What follows belongs to an exercise in optimizing a design on an open flow for a short achievable clock period and few clock cycles per item; a production flow would make more cautious choices. Function not checked in this run: the RTL went through the layout flow alone. No activity file was given, so power comes from the tool's default toggle rates.

===== run.sh =====
#!/bin/bash
# synth_recipe.tcl (not shown) runs the flow's synth.tcl, then flattens the netlist and writes it again
# the make line also repeats each setting of config.mk as NAME=value (left out here)
make -C /OpenROAD-flow-scripts/flow DESIGN_CONFIG=/design/flow/config.mk WORK_HOME=/design/flow/orfs CLKGATE_MAP_FILE= SYNTH_SCRIPT=/design/flow/synth_recipe.tcl finish

===== config.mk =====
export PLATFORM = sky130hd
export DESIGN_NAME = script_lexer
export DESIGN_NICKNAME = script_lexer
export VERILOG_FILES = /design/flow/design.v
export SDC_FILE = /design/flow/constraint.sdc
export NUM_CORES = 4
export LEC_CHECK = 0
export ABC_CLOCK_PERIOD_IN_PS = 2000
export CAP_MARGIN = 20
export CORE_MARGIN = 2
export CORE_UTILIZATION = 40
export PLACE_DENSITY = 0.6
export SETUP_SLACK_MARGIN = 3.8
export SLEW_MARGIN = 20

===== constraint.sdc =====
create_clock -name core_clock -period 6.0 [get_ports {clk}]
set_input_delay 1.2000 -clock core_clock [delete_from_list [all_inputs] [get_ports {clk}]]
set_output_delay 1.2000 -clock core_clock [all_outputs]
set_load 0.01 [all_outputs]

===== design.v =====
  localparam POS_BITS = 16;
  localparam [POS_BITS-1:0] POS_MAX = {POS_BITS{1'b1}};
  localparam [5:0] K_IDENT  = 6'd0;
  localparam [5:0] K_BOOL   = 6'd1;
  localparam [5:0] K_INT    = 6'd2;
  localparam [5:0] K_REAL   = 6'd3;
  localparam [5:0] K_STRING = 6'd4;
  localparam [5:0] K_ERROR  = 6'd5;
  localparam [5:0] K_DOTDOT = 6'd6;
  localparam [5:0] K_SINGLE = 6'd18;
  localparam [5:0] K_END    = 6'd35;
  localparam CLS_W = 40;
  localparam OUT_W = 55;
  localparam QN = 8;
  localparam QC = 4;           
  localparam QSTALL = 4;       
  function [POS_BITS-1:0] sat_inc;
    input [POS_BITS-1:0] x;
    begin
      sat_inc = (x == POS_MAX) ? x : x + 16'd1;
    end
  endfunction
  function [5:0] single_kind;
    input [7:0] c;
    begin
      case (c)
        "+": single_kind = K_SINGLE + 6'd0;
        "-": single_kind = K_SINGLE + 6'd1;
        "*": single_kind = K_SINGLE + 6'd2;
        "/": single_kind = K_SINGLE + 6'd3;
        "&": single_kind = K_SINGLE + 6'd4;
        "|": single_kind = K_SINGLE + 6'd5;
        "^": single_kind = K_SINGLE + 6'd6;
        "~": single_kind = K_SINGLE + 6'd7;
        "!": single_kind = K_SINGLE + 6'd8;
        "<": single_kind = K_SINGLE + 6'd9;
        ">": single_kind = K_SINGLE + 6'd10;
        "=": single_kind = K_SINGLE + 6'd11;
        "?": single_kind = K_SINGLE + 6'd12;
        ":": single_kind = K_SINGLE + 6'd13;
        "(": single_kind = K_SINGLE + 6'd14;
        ")": single_kind = K_SINGLE + 6'd15;
        ";": single_kind = K_SINGLE + 6'd16;
        default: single_kind = K_ERROR;
      endcase
    end
  endfunction
  function [5:0] pair_kind;
    input [7:0] a;
    begin
      case (a)
        ".": pair_kind = K_DOTDOT + 6'd0;
        "&": pair_kind = K_DOTDOT + 6'd1;
        "|": pair_kind = K_DOTDOT + 6'd2;
        "=": pair_kind = K_DOTDOT + 6'd3;
        "!": pair_kind = K_DOTDOT + 6'd4;
        "<": pair_kind = K_DOTDOT + 6'd5;
        ">": pair_kind = K_DOTDOT + 6'd6;
        ":": pair_kind = K_DOTDOT + 6'd7;
        "+": pair_kind = K_DOTDOT + 6'd8;
        "-": pair_kind = K_DOTDOT + 6'd9;
        "*": pair_kind = K_DOTDOT + 6'd10;
        "/": pair_kind = K_DOTDOT + 6'd11;
        default: pair_kind = K_ERROR;
      endcase
    end
  endfunction
module sl_front (
  input  logic                clk,
  input  logic                rst_n,
  input  logic                in_valid,
  input  logic                in_stall,
  input  logic [8:0]          in_data,
  output logic                b_valid,
  output logic                b_eoi,
  output logic [39:0]         b_cls,
  output logic [15:0]         b_pos
);
  localparam POS_BITS = 16;
  localparam [POS_BITS-1:0] POS_MAX = {POS_BITS{1'b1}};
  localparam [5:0] K_IDENT  = 6'd0;
  localparam [5:0] K_BOOL   = 6'd1;
  localparam [5:0] K_INT    = 6'd2;
  localparam [5:0] K_REAL   = 6'd3;
  localparam [5:0] K_STRING = 6'd4;
  localparam [5:0] K_ERROR  = 6'd5;
  localparam [5:0] K_DOTDOT = 6'd6;
  localparam [5:0] K_SINGLE = 6'd18;
  localparam [5:0] K_END    = 6'd35;
  localparam CLS_W = 40;
  localparam OUT_W = 55;
  localparam QN = 8;
  localparam QC = 4;           
  localparam QSTALL = 4;       
  function [POS_BITS-1:0] sat_inc;
    input [POS_BITS-1:0] x;
    begin
      sat_inc = (x == POS_MAX) ? x : x + 16'd1;
    end
  endfunction
  function [5:0] single_kind;
    input [7:0] c;
    begin
      case (c)
        "+": single_kind = K_SINGLE + 6'd0;
        "-": single_kind = K_SINGLE + 6'd1;
        "*": single_kind = K_SINGLE + 6'd2;
        "/": single_kind = K_SINGLE + 6'd3;
        "&": single_kind = K_SINGLE + 6'd4;
        "|": single_kind = K_SINGLE + 6'd5;
        "^": single_kind = K_SINGLE + 6'd6;
        "~": single_kind = K_SINGLE + 6'd7;
        "!": single_kind = K_SINGLE + 6'd8;
        "<": single_kind = K_SINGLE + 6'd9;
        ">": single_kind = K_SINGLE + 6'd10;
        "=": single_kind = K_SINGLE + 6'd11;
        "?": single_kind = K_SINGLE + 6'd12;
        ":": single_kind = K_SINGLE + 6'd13;
        "(": single_kind = K_SINGLE + 6'd14;
        ")": single_kind = K_SINGLE + 6'd15;
        ";": single_kind = K_SINGLE + 6'd16;
        default: single_kind = K_ERROR;
      endcase
    end
  endfunction
  function [5:0] pair_kind;
    input [7:0] a;
    begin
      case (a)
        ".": pair_kind = K_DOTDOT + 6'd0;
        "&": pair_kind = K_DOTDOT + 6'd1;
        "|": pair_kind = K_DOTDOT + 6'd2;
        "=": pair_kind = K_DOTDOT + 6'd3;
        "!": pair_kind = K_DOTDOT + 6'd4;
        "<": pair_kind = K_DOTDOT + 6'd5;
        ">": pair_kind = K_DOTDOT + 6'd6;
        ":": pair_kind = K_DOTDOT + 6'd7;
        "+": pair_kind = K_DOTDOT + 6'd8;
        "-": pair_kind = K_DOTDOT + 6'd9;
        "*": pair_kind = K_DOTDOT + 6'd10;
        "/": pair_kind = K_DOTDOT + 6'd11;
        default: pair_kind = K_ERROR;
      endcase
    end
  endfunction
  logic [7:0]       c;
  logic             e, take;
  logic             c_alpha, c_digit, c_hex, c_space, c_opens, c_idst, c_idch;
  logic [CLS_W-1:0] cls;
  logic [15:0]      pos_r;
  always_comb begin
    c       = in_data[8:1];
    e       = in_data[0];
    c_alpha = (c >= "a" && c <= "z") || (c >= "A" && c <= "Z");
    c_digit = (c >= "0" && c <= "9");
    c_hex   = c_digit || (c >= "a" && c <= "f") || (c >= "A" && c <= "F");
    c_space = (c == " ") || (c == 8'h09) || (c == 8'h0A) || (c == 8'h0D);
    c_opens = (c == ".") || (c == "&") || (c == "|") || (c == "=") ||
              (c == "!") || (c == "<") || (c == ">") || (c == ":") ||
              (c == "+") || (c == "-") || (c == "*") || (c == "/");
    c_idst  = c_alpha || (c == "_") || (c == "@");
    c_idch  = c_alpha || c_digit || (c == "_");
    cls[5:0]   = single_kind(c);
    cls[11:6]  = pair_kind(c);
    cls[12]    = c_digit;
    cls[13]    = c_hex;
    cls[14]    = c_idch;
    cls[15]    = c_alpha || (c == "_");
    cls[16]    = (c == "@");
    cls[17]    = (c == "'");
    cls[18]    = (c == ".");
    cls[19]    = (c == "x") || (c == "X");
    cls[20]    = (c == "e") || (c == "E");
    cls[21]    = (c == "+") || (c == "-");
    cls[22]    = (c == "=");
    cls[23]    = (c == "&");
    cls[24]    = (c == "|");
    cls[25]    = c_opens && !(c == ".") && !(c == "&") && !(c == "|");
    cls[26]    = (c == "'");
    cls[27]    = (c == "0");
    cls[28]    = c_digit && (c != "0");
    cls[29]    = c_idst;
    cls[30]    = c_opens;
    cls[31]    = !c_space && (c != "'") && !c_digit && !c_idst && !c_opens;
    cls[32]    = (c == "t");
    cls[33]    = (c == "f");
    cls[34]    = (c == "r");
    cls[35]    = (c == "u");
    cls[36]    = (c == "e");
    cls[37]    = (c == "a");
    cls[38]    = (c == "l");
    cls[39]    = (c == "s");
    if (e) cls = {CLS_W{1'b0}};
  end
  assign take = rst_n && in_valid && !in_stall;
  always_ff @(posedge clk) begin
    if (!rst_n) begin
      pos_r   <= 16'd0;
      b_valid <= 1'b0;
    end else begin
      b_valid <= take;
      if (take) pos_r <= e ? 16'd0 : sat_inc(pos_r);
    end
  end
  always_ff @(posedge clk) begin
    b_eoi <= e;
    b_cls <= cls;
    b_pos <= pos_r;
  end
endmodule
module sl_back (
  input  logic              clk,
  input  logic              rst_n,
  input  logic              b_valid,
  input  logic              b_eoi,
  input  logic [39:0]       b_cls,
  input  logic [15:0]       b_pos,
  output logic              in_stall,
  output logic              out_valid,
  input  logic              out_stall,
  output logic [54:0]       out_data
);
  localparam POS_BITS = 16;
  localparam [POS_BITS-1:0] POS_MAX = {POS_BITS{1'b1}};
  localparam [5:0] K_IDENT  = 6'd0;
  localparam [5:0] K_BOOL   = 6'd1;
  localparam [5:0] K_INT    = 6'd2;
  localparam [5:0] K_REAL   = 6'd3;
  localparam [5:0] K_STRING = 6'd4;
  localparam [5:0] K_ERROR  = 6'd5;
  localparam [5:0] K_DOTDOT = 6'd6;
  localparam [5:0] K_SINGLE = 6'd18;
  localparam [5:0] K_END    = 6'd35;
  localparam CLS_W = 40;
  localparam OUT_W = 55;
  localparam QN = 8;
  localparam QC = 4;           
  localparam QSTALL = 4;       
  function [POS_BITS-1:0] sat_inc;
    input [POS_BITS-1:0] x;
    begin
      sat_inc = (x == POS_MAX) ? x : x + 16'd1;
    end
  endfunction
  function [5:0] single_kind;
    input [7:0] c;
    begin
      case (c)
        "+": single_kind = K_SINGLE + 6'd0;
        "-": single_kind = K_SINGLE + 6'd1;
        "*": single_kind = K_SINGLE + 6'd2;
        "/": single_kind = K_SINGLE + 6'd3;
        "&": single_kind = K_SINGLE + 6'd4;
        "|": single_kind = K_SINGLE + 6'd5;
        "^": single_kind = K_SINGLE + 6'd6;
        "~": single_kind = K_SINGLE + 6'd7;
        "!": single_kind = K_SINGLE + 6'd8;
        "<": single_kind = K_SINGLE + 6'd9;
        ">": single_kind = K_SINGLE + 6'd10;
        "=": single_kind = K_SINGLE + 6'd11;
        "?": single_kind = K_SINGLE + 6'd12;
        ":": single_kind = K_SINGLE + 6'd13;
        "(": single_kind = K_SINGLE + 6'd14;
        ")": single_kind = K_SINGLE + 6'd15;
        ";": single_kind = K_SINGLE + 6'd16;
        default: single_kind = K_ERROR;
      endcase
    end
  endfunction
  function [5:0] pair_kind;
    input [7:0] a;
    begin
      case (a)
        ".": pair_kind = K_DOTDOT + 6'd0;
        "&": pair_kind = K_DOTDOT + 6'd1;
        "|": pair_kind = K_DOTDOT + 6'd2;
        "=": pair_kind = K_DOTDOT + 6'd3;
        "!": pair_kind = K_DOTDOT + 6'd4;
        "<": pair_kind = K_DOTDOT + 6'd5;
        ">": pair_kind = K_DOTDOT + 6'd6;
        ":": pair_kind = K_DOTDOT + 6'd7;
        "+": pair_kind = K_DOTDOT + 6'd8;
        "-": pair_kind = K_DOTDOT + 6'd9;
        "*": pair_kind = K_DOTDOT + 6'd10;
        "/": pair_kind = K_DOTDOT + 6'd11;
        default: pair_kind = K_ERROR;
      endcase
    end
  endfunction
  localparam I_IDLE = 0, I_IDENT = 1, I_STRING = 2, I_ZERO = 3, I_DEC_INT = 4,
             I_DEC_DOT = 5, I_FRAC = 6, I_EXP_E = 7, I_EXP_SIGN = 8, I_EXP_DIG = 9,
             I_GARBAGE = 10, I_TRAIL = 11, I_HEX_X = 12, I_HEX_DIG = 13, I_OP = 14;
  logic [14:0] mode_r, mode_nxt, gm;
  logic [15:0] len_r, beg_r, dot_r;
  logic [8:0]  kw_r, kw_upd;           
  logic [5:0]  hsk_r, hpk_r;           
  logic [3:0]  hcl_r;                  
  logic c_dig, c_hex, c_idch, c_idst_na, c_at, c_q, c_dot, c_x, c_e, c_pm;
  logic c_eq, c_amp, c_bar, c_eqc;
  logic [5:0] c_sk;
  logic e, grow, noscan, scan, pair, tail_x, tail_n, to_idle;
  always_comb begin
    e         = b_eoi;
    c_sk      = b_cls[5:0];
    c_dig     = b_cls[12];
    c_hex     = b_cls[13];
    c_idch    = b_cls[14];
    c_idst_na = b_cls[15];
    c_at      = b_cls[16];
    c_q       = b_cls[17];
    c_dot     = b_cls[18];
    c_x       = b_cls[19];
    c_e       = b_cls[20];
    c_pm      = b_cls[21];
    c_eq      = b_cls[22];
    c_amp     = b_cls[23];
    c_bar     = b_cls[24];
    pair = (hcl_r[0] & c_dot) | (hcl_r[1] & c_amp) | (hcl_r[2] & c_bar) | (hcl_r[3] & c_eq);
    tail_x = ((mode_r[I_ZERO] & !c_x) | mode_r[I_DEC_INT]) & !c_dig & !c_dot
           | mode_r[I_FRAC] & !c_dig;
    tail_n = mode_r[I_EXP_DIG] & !c_dig;
    gm = 15'd0;
    gm[I_IDENT]    = mode_r[I_IDENT] & c_idch;
    gm[I_STRING]   = mode_r[I_STRING] & !c_q & !e;
    gm[I_HEX_X]    = mode_r[I_ZERO] & c_x;
    gm[I_DEC_INT]  = (mode_r[I_ZERO] | mode_r[I_DEC_INT]) & c_dig;
    gm[I_DEC_DOT]  = (mode_r[I_ZERO] | mode_r[I_DEC_INT]) & c_dot;
    gm[I_EXP_E]    = tail_x & c_e;
    gm[I_TRAIL]    = (tail_x & !c_e | tail_n) & c_idst_na | mode_r[I_TRAIL] & c_idch;
    gm[I_FRAC]     = (mode_r[I_DEC_DOT] | mode_r[I_FRAC]) & c_dig;
    gm[I_GARBAGE]  = mode_r[I_DEC_DOT] & c_idch & !c_dig
                   | mode_r[I_GARBAGE] & (c_idch | c_dot)
                   | (mode_r[I_HEX_X] | mode_r[I_HEX_DIG]) & !c_hex & (c_idch | c_dot);
    gm[I_EXP_SIGN] = mode_r[I_EXP_E] & c_pm;
    gm[I_EXP_DIG]  = (mode_r[I_EXP_E] | mode_r[I_EXP_SIGN] | mode_r[I_EXP_DIG]) & c_dig;
    gm[I_HEX_DIG]  = (mode_r[I_HEX_X] | mode_r[I_HEX_DIG]) & c_hex;
    grow = |gm;
    noscan = mode_r[I_STRING] & c_q | mode_r[I_DEC_DOT] & c_dot | mode_r[I_OP] & pair;
    scan   = !grow & !noscan & !e;
    mode_nxt = gm;
    mode_nxt[I_STRING]  = gm[I_STRING] | scan & b_cls[26];
    mode_nxt[I_ZERO]    = scan & b_cls[27];
    mode_nxt[I_DEC_INT] = gm[I_DEC_INT] | scan & b_cls[28];
    mode_nxt[I_IDENT]   = gm[I_IDENT] | scan & b_cls[29];
    mode_nxt[I_OP]      = scan & b_cls[30];
    to_idle = !grow & !(scan & (|b_cls[30:26]));
    mode_nxt[I_IDLE]    = to_idle;
    kw_upd = {kw_r[7] & b_cls[36], kw_r[6] & b_cls[39], kw_r[5] & b_cls[38], kw_r[4] & b_cls[37],
              1'b0,
              kw_r[2] & b_cls[36], kw_r[1] & b_cls[35], kw_r[0] & b_cls[34], 1'b0};
  end
  always_ff @(posedge clk) begin
    if (!rst_n) begin
      mode_r <= 15'd1;
    end else if (b_valid) begin
      mode_r <= mode_nxt;
    end
  end
  always_ff @(posedge clk) begin
    if (b_valid) begin
      len_r <= grow ? sat_inc(len_r) : 16'd1;
      beg_r <= grow ? beg_r : b_pos;
      dot_r <= b_pos;
      kw_r  <= mode_r[I_IDENT] ? kw_upd : {4'd0, b_cls[33], 3'd0, b_cls[32]};
      hsk_r <= c_sk;
      hpk_r <= b_cls[11:6];
      hcl_r <= {b_cls[25], b_cls[24], b_cls[23], b_cls[18]};
    end
  end
  logic        a_v, b_v, dd, a_str, a_m1;
  logic [5:0]  a_kind, b_kind;
  logic [15:0] a_len, a_off, b_start, b_len;
  logic        r_av, r_bv;
  logic [54:0] r_a, r_b;
  always_comb begin
    dd    = mode_r[I_DEC_DOT] & c_dot;
    a_str = mode_r[I_STRING] & c_q;
    a_m1  = a_str | dd;
    a_v   = b_valid & !mode_r[I_IDLE] & !grow;
    b_v   = b_valid & (e | dd | scan & b_cls[31]);
    a_kind = K_ERROR;
    if (mode_r[I_IDENT])
      a_kind = (kw_r[3] | kw_r[8]) ? K_BOOL : K_IDENT;
    else if (mode_r[I_STRING])
      a_kind = c_q ? K_STRING : K_ERROR;
    else if (mode_r[I_ZERO] | mode_r[I_DEC_INT])
      a_kind = c_at ? K_ERROR : K_INT;
    else if (mode_r[I_DEC_DOT])
      a_kind = c_dot ? K_INT : K_ERROR;
    else if (mode_r[I_FRAC] | mode_r[I_EXP_DIG])
      a_kind = c_at ? K_ERROR : K_REAL;
    else if (mode_r[I_HEX_DIG])
      a_kind = K_INT;
    else if (mode_r[I_OP])
      a_kind = pair ? hpk_r : hsk_r;
    a_len = a_m1 ? len_r - 16'd1 : (mode_r[I_OP] & pair) ? 16'd2 : len_r;
    a_off = a_str ? sat_inc(beg_r) : beg_r;
    b_kind  = e ? K_END : dd ? K_DOTDOT : c_sk;
    b_start = dd ? dot_r : b_pos;
    b_len   = e ? 16'd0 : dd ? 16'd2 : 16'd1;
  end
  always_ff @(posedge clk) begin
    if (!rst_n) begin
      r_av <= 1'b0;
      r_bv <= 1'b0;
    end else begin
      r_av <= a_v;
      r_bv <= b_v;
    end
  end
  always_ff @(posedge clk) begin
    r_a <= {a_kind, beg_r, a_off, a_len, 1'b0};
    r_b <= {b_kind, b_start, b_start, b_len, e};
  end
  logic [54:0]   q_mem [0:QN-1];
  logic [QN-1:0] wp_r, rp_r, wp1;
  logic [QC-1:0] cnt_r;
  logic          w0v, w1v, ne, load, pop;
  logic [54:0]   w0, head;
  logic [1:0]    npush;
  always_comb begin
    w0v   = r_av | r_bv;
    w1v   = r_av & r_bv;
    w0    = r_av ? r_a : r_b;
    npush = {1'b0, w0v} + {1'b0, w1v};
    wp1   = {wp_r[QN-2:0], wp_r[QN-1]};
    head  = 55'd0;
    for (int i = 0; i < QN; i++) head = head | ({55{rp_r[i]}} & q_mem[i]);
    ne    = (cnt_r != {QC{1'b0}});
    load  = !out_valid | !out_stall;
    pop   = load & ne;
  end
  always_ff @(posedge clk) begin
    for (int i = 0; i < QN; i++) begin
      if (wp_r[i] & w0v) q_mem[i] <= w0;
      else if (wp1[i] & w1v) q_mem[i] <= r_b;
    end
  end
  always_ff @(posedge clk) begin
    if (!rst_n) begin
      wp_r      <= {{(QN-1){1'b0}}, 1'b1};
      rp_r      <= {{(QN-1){1'b0}}, 1'b1};
      cnt_r     <= {QC{1'b0}};
      out_valid <= 1'b0;
      in_stall  <= 1'b0;
    end else begin
      if (w1v) wp_r <= {wp_r[QN-3:0], wp_r[QN-1:QN-2]};
      else if (w0v) wp_r <= wp1;
      if (pop) rp_r <= {rp_r[QN-2:0], rp_r[QN-1]};
      cnt_r <= cnt_r + {{(QC-2){1'b0}}, npush} - {{(QC-1){1'b0}}, pop};
      if (load) out_valid <= ne;
      in_stall <= (cnt_r >= QSTALL);
    end
  end
  always_ff @(posedge clk) begin
    if (load) out_data <= head;
  end
endmodule
module script_lexer (
  input  logic        clk,
  input  logic        rst_n,
  input  logic        in_valid,
  output logic        in_stall,
  input  logic [8:0]  in_data,    
  output logic        out_valid,
  input  logic        out_stall,
  output logic [54:0] out_data    
);
  logic        b_valid, b_eoi;
  logic [39:0] b_cls;
  logic [15:0] b_pos;
  sl_front u_front (
    .clk(clk), .rst_n(rst_n),
    .in_valid(in_valid), .in_stall(in_stall), .in_data(in_data),
    .b_valid(b_valid), .b_eoi(b_eoi), .b_cls(b_cls), .b_pos(b_pos)
  );
  sl_back u_back (
    .clk(clk), .rst_n(rst_n),
    .b_valid(b_valid), .b_eoi(b_eoi), .b_cls(b_cls), .b_pos(b_pos),
    .in_stall(in_stall),
    .out_valid(out_valid), .out_stall(out_stall), .out_data(out_data)
  );
endmodule

==> run summary <==
## area by class of cell
| cell class | instances | share of cell area (%) |
|---|---|---|
| Multi-Input combinational cell | 1894 | 28.2 |
| Sequential cell | 757 | 57.4 |
| Inverter | 23 | 0.296 |
| Clock buffer | 123 | 6.67 |
| Clock inverter | 22 | 0.722 |
| Timing Repair Buffer | 129 | 3.11 |
| Antenna cell | 1 | 0.00688 |
| Tap cell | 1050 | 3.61 |
## stage by stage
| step | setup WS, ns | utilization (%) | hold WS [ns] | instance area [sq um] | std cells |
|---|---|---|---|---|---|
| floorplan | 3.17 | - | 0.363 | 32200 | 2927 |
| global placement | 2.31 | 42.2 | 0.380 | 33300 | 3821 |
| detailed placement | 2.18 | 42.2 | 0.382 | 33300 | 3821 |
| CTS | 3.51 | 45.9 | 0.394 | 36200 | 3990 |
| global route | 3.50 | 46.1 | 0.397 | 36400 | 3998 |
| finish | 3.53 | 46.1 | 0.393 | 36400 | 3999 |
## cells in the final DEF (no fill, tap or decap), types with 9 or more instances in the layout
| cell | count |
|---|---|
| a21oi_1 | 41 |
| a22oi_1 | 223 |
| and2_1 | 21 |
| and3_1 | 128 |
| buf_12 | 10 |
| buf_2 | 54 |
| buf_4 | 41 |
| clkbuf_1 | 19 |
| clkbuf_16 | 82 |
| clkbuf_8 | 22 |
| clkinv_2 | 9 |
| dfxtp_1 | 171 |
| dfxtp_2 | 10 |
| dfxtp_4 | 9 |
| edfxtp_1 | 567 |
| inv_1 | 16 |
| mux2i_1 | 12 |
| nand2_1 | 949 |
| nand2b_1 | 17 |
| nand3_1 | 37 |
| nand4_1 | 74 |
| nor2_1 | 90 |
| nor2b_1 | 10 |
| nor3_1 | 22 |
| o21ai_0 | 27 |
| xnor2_1 | 30 |
| xor2_1 | 13 |
## worst paths after layout
path,endpoint,cells past startpoint,startpoint,slack [ns]
worst min register to register,u_front.b_pos[14]$_DFF_P_,0,u_front.pos_r[14]$_SDFFE_PN0P_,0.39
worst min-delay path,u_front.b_pos[14]$_DFF_P_,0,u_front.pos_r[14]$_SDFFE_PN0P_,0.39
worst max-delay path,out_data[51],1,u_back.out_data[51]$_DFFE_PP_,3.53
worst max register to register,u_back.cnt_r[1]$_SDFF_PN0_,8,u_back.r_av$_SDFF_PN0_,3.64
## power breakdown
part           internal [uW]  switching, uW  total [uW]
Sequential              5980            425        6400
Clock                   3000           2020        5020
Combinational            541            713        1250
Total                   9520           3160       12700
## flip-flops by register name, indices dropped and copies added, names as in the netlist, 4 cells and up
signal           flops
u_back.out_data     55
u_back.r_a          54
u_back.len_r        16
u_back.hpk_r         5
u_back.q_mem       440
u_back.r_b          25
u_back.dot_r        16
u_back.rp_r          8
u_front.b_pos       16
u_back.mode_r       15
u_back.wp_r          8
u_back.kw_r          9
u_front.pos_r       16
u_front.b_cls       38
u_back.beg_r        16
u_back.hsk_r         6
u_back.cnt_r         4
u_back.hcl_r         4
## logic make-up (layout without fill, tap and decap cells)
family | after synthesis | in the layout | share of synthesized area (%)
simple gates | 1444 | 1444 | 20.2
compound gates | 378 | 379 | 8.58
fa+ha+maj | 10 | 10 | 0.440
buf+inv | 277 | 297 | 3.53
flops | 757 | 757 | 65.5
other cells | 0 | 1 | 0
xor+xnor | 44 | 44 | 1.21
mux | 17 | 17 | 0.550
## routing by layer
| layer | vias up | wire (um) |
|---|---|---|
| met4 | 0 | 2840 |
| met5 | - | 0 |
| met3 | 183 | 8170 |
| met2 | 1170 | 46100 |
| li1 | 10354 | - |
| met1 | 11221 | 36700 |
## what timing repair did
action                                 in CTS  in global routing
buffers inserted                           20                  7
gates resized for setup                   334                 34
pin swaps                                  16                  6
cloned                                      4                  1
endpoints found under the hold margin       0                  0
setup endpoints to repair                 936                318
==> impl_results.md <==
- P_leak: ~0.014 uW
- Hold_buf cts: 0
- CTS Sinks: 757
- Skew final: roughly 0.020 ns
- Vias in the first global route: about 22,000
- Syn nets: 2,950
- Delay of the slowest critical-path stage: roughly 0.48 ns
- Crit path cell chain: buf_6
- Antenna violations before repair: 0
- Final WL: approximately 94,000 um
- Pwr Total: ~13,000 uW
- GPL Wtd Cong: 0.862
- Most frequent cells after synthesis: nand2_1, edfxtp_1, a22oi_1
- Slowest CP cell: edfxtp_1
- Width of the chip: around 290 um
- Slew headroom: roughly a quarter
- Fmax: slightly above 400 MHz
- Max Cap Viol: 0
- GRT Total Usage: between 20 and 25%
- Final setup TNS: 0 ns
- CTS H-tree depth: 3
- Die Ht: between 200 and 300 um
- Final #Nets: ~2,900
- First-pass GRT wire length: about 140,000 um
- Unrepaired setup endpoints after global routing: yes
- Grt total ovfl: 0
- Worst-skew pair later-pin latency: 0.63 ns
- Vias: between 20,000 and 25,000
- Setup Viol. Count Final: 0
- Count leader, synth: nand2_1
- Share of the synthesized area in the top cell type: 53.5%
- Worst-path fanout max: 1
- Avg WL per Cell: around 23 um
- DR pass1 iterations: 5
- Count of input and output buffers: between 60 and 70
- Ys flop type: edfxtp_1
- Met1 Use GR: between 20 and 30%
- Avg Inst Size Synth: ~11 sq um
- EDFF count, synth: 567
- Async SR Flop Fraction: 0%
- Met2 Usage GRT: 38.7%
- Post-synthesis register bit count: between 700 and 800
- Cts bufs inserted: between 70 and 80
- Die area: approximately 0.082 sq mm
- Synth top area cells: edfxtp_1, dfxtp_1, nand2_1
- Final period util: approximately two fifths
- Status: timing/DRC/antenna clean
- DRC violations left: 0
- Post-route minimum period: approximately 2.5 ns
- Seq/Total Area, Yosys: between 60 and 70%
- Crit path max-delay family: flip-flops
- FP Rows: 103
- Top Ports: 70
- CP Buf/Inv Count: 1
- Worst EP required: 4.80 ns
- Worst EP arrival: 1.27 ns
- Largest net degree at the start of global routing: 66
- Worst setup SP type: flip-flop
- Gr busiest metal: met2
- Fraction of layout cells with a size suffix above 1: around an eighth
- Power Density: ~350 mW/mm^2
- Hold Crit Class: reg -> reg
- DP HPWL: about 50,000 um
- Initial drt markers: around 2,600
- Initial Util: 40.3%
- Post-Syn Area: 0.0318 sq mm
- Max-slew violation count: 0
- Core Area: about 0.08 sq mm
- Register area: roughly 0.021 sq mm
- Clock root cell: clkbuf_16
- Clk pin slew, worst setup/hold paths: about 0.06 ns
- Post-Synthesis Cells: 2,927
- Area of the multi-input gates: slightly above 0.01 sq mm
- Via density: about 5.7
- Worst Tran Pin Value: between 1 and 1.5 ns
- VDD IR max: roughly 0.19 mV
- Setup Crit Path Kind: reg -> out
- Distinct cells, synth: between 70 and 80
- Final Hold Fails: 0
- Met3 Usage GRT: 3.34%
- Fill count: 7,149
- Syn. warnings: 3
- CTS tree: done
- Clock tree buffer depth: 3
- Area leader, netlist: edfxtp_1
- Layout area overhead: 14.4%
- CP endpoint kind: primary output
- Antenna violation net count after detailed routing: 0

[what the ideal ports hide]
Ports are ideal in the flow. The routed layout listed here was re-timed in OpenROAD. Step 1 (the two cells are an assumption about what drives the block):
set clk [get_ports {clk}]
set_driving_cell -lib_cell sky130_fd_sc_hd__clkbuf_16 $clk
set_driving_cell -lib_cell sky130_fd_sc_hd__buf_2 [delete_from_list [all_inputs] $clk]
Step 2 adds t to the input delays and takes it off the output delays; t is the mean of the earliest and latest rising clock arrival at the registers after step 1. Input paths then give back, and output paths get back, about the clock's delay inside the block. Slacks: ideal ports / drivers / drivers and shift; pairs: ideal ports / drivers.
shift t [ns]: 0.688
setup slack, ns: 3.525 / 3.457 / 3.055
pins driven straight from the clock port: 1
After both steps setup and hold are still met in this run. For this run, drivers alone change the setup slack by -0.068 ns; drivers and shift together by -0.470 ns.
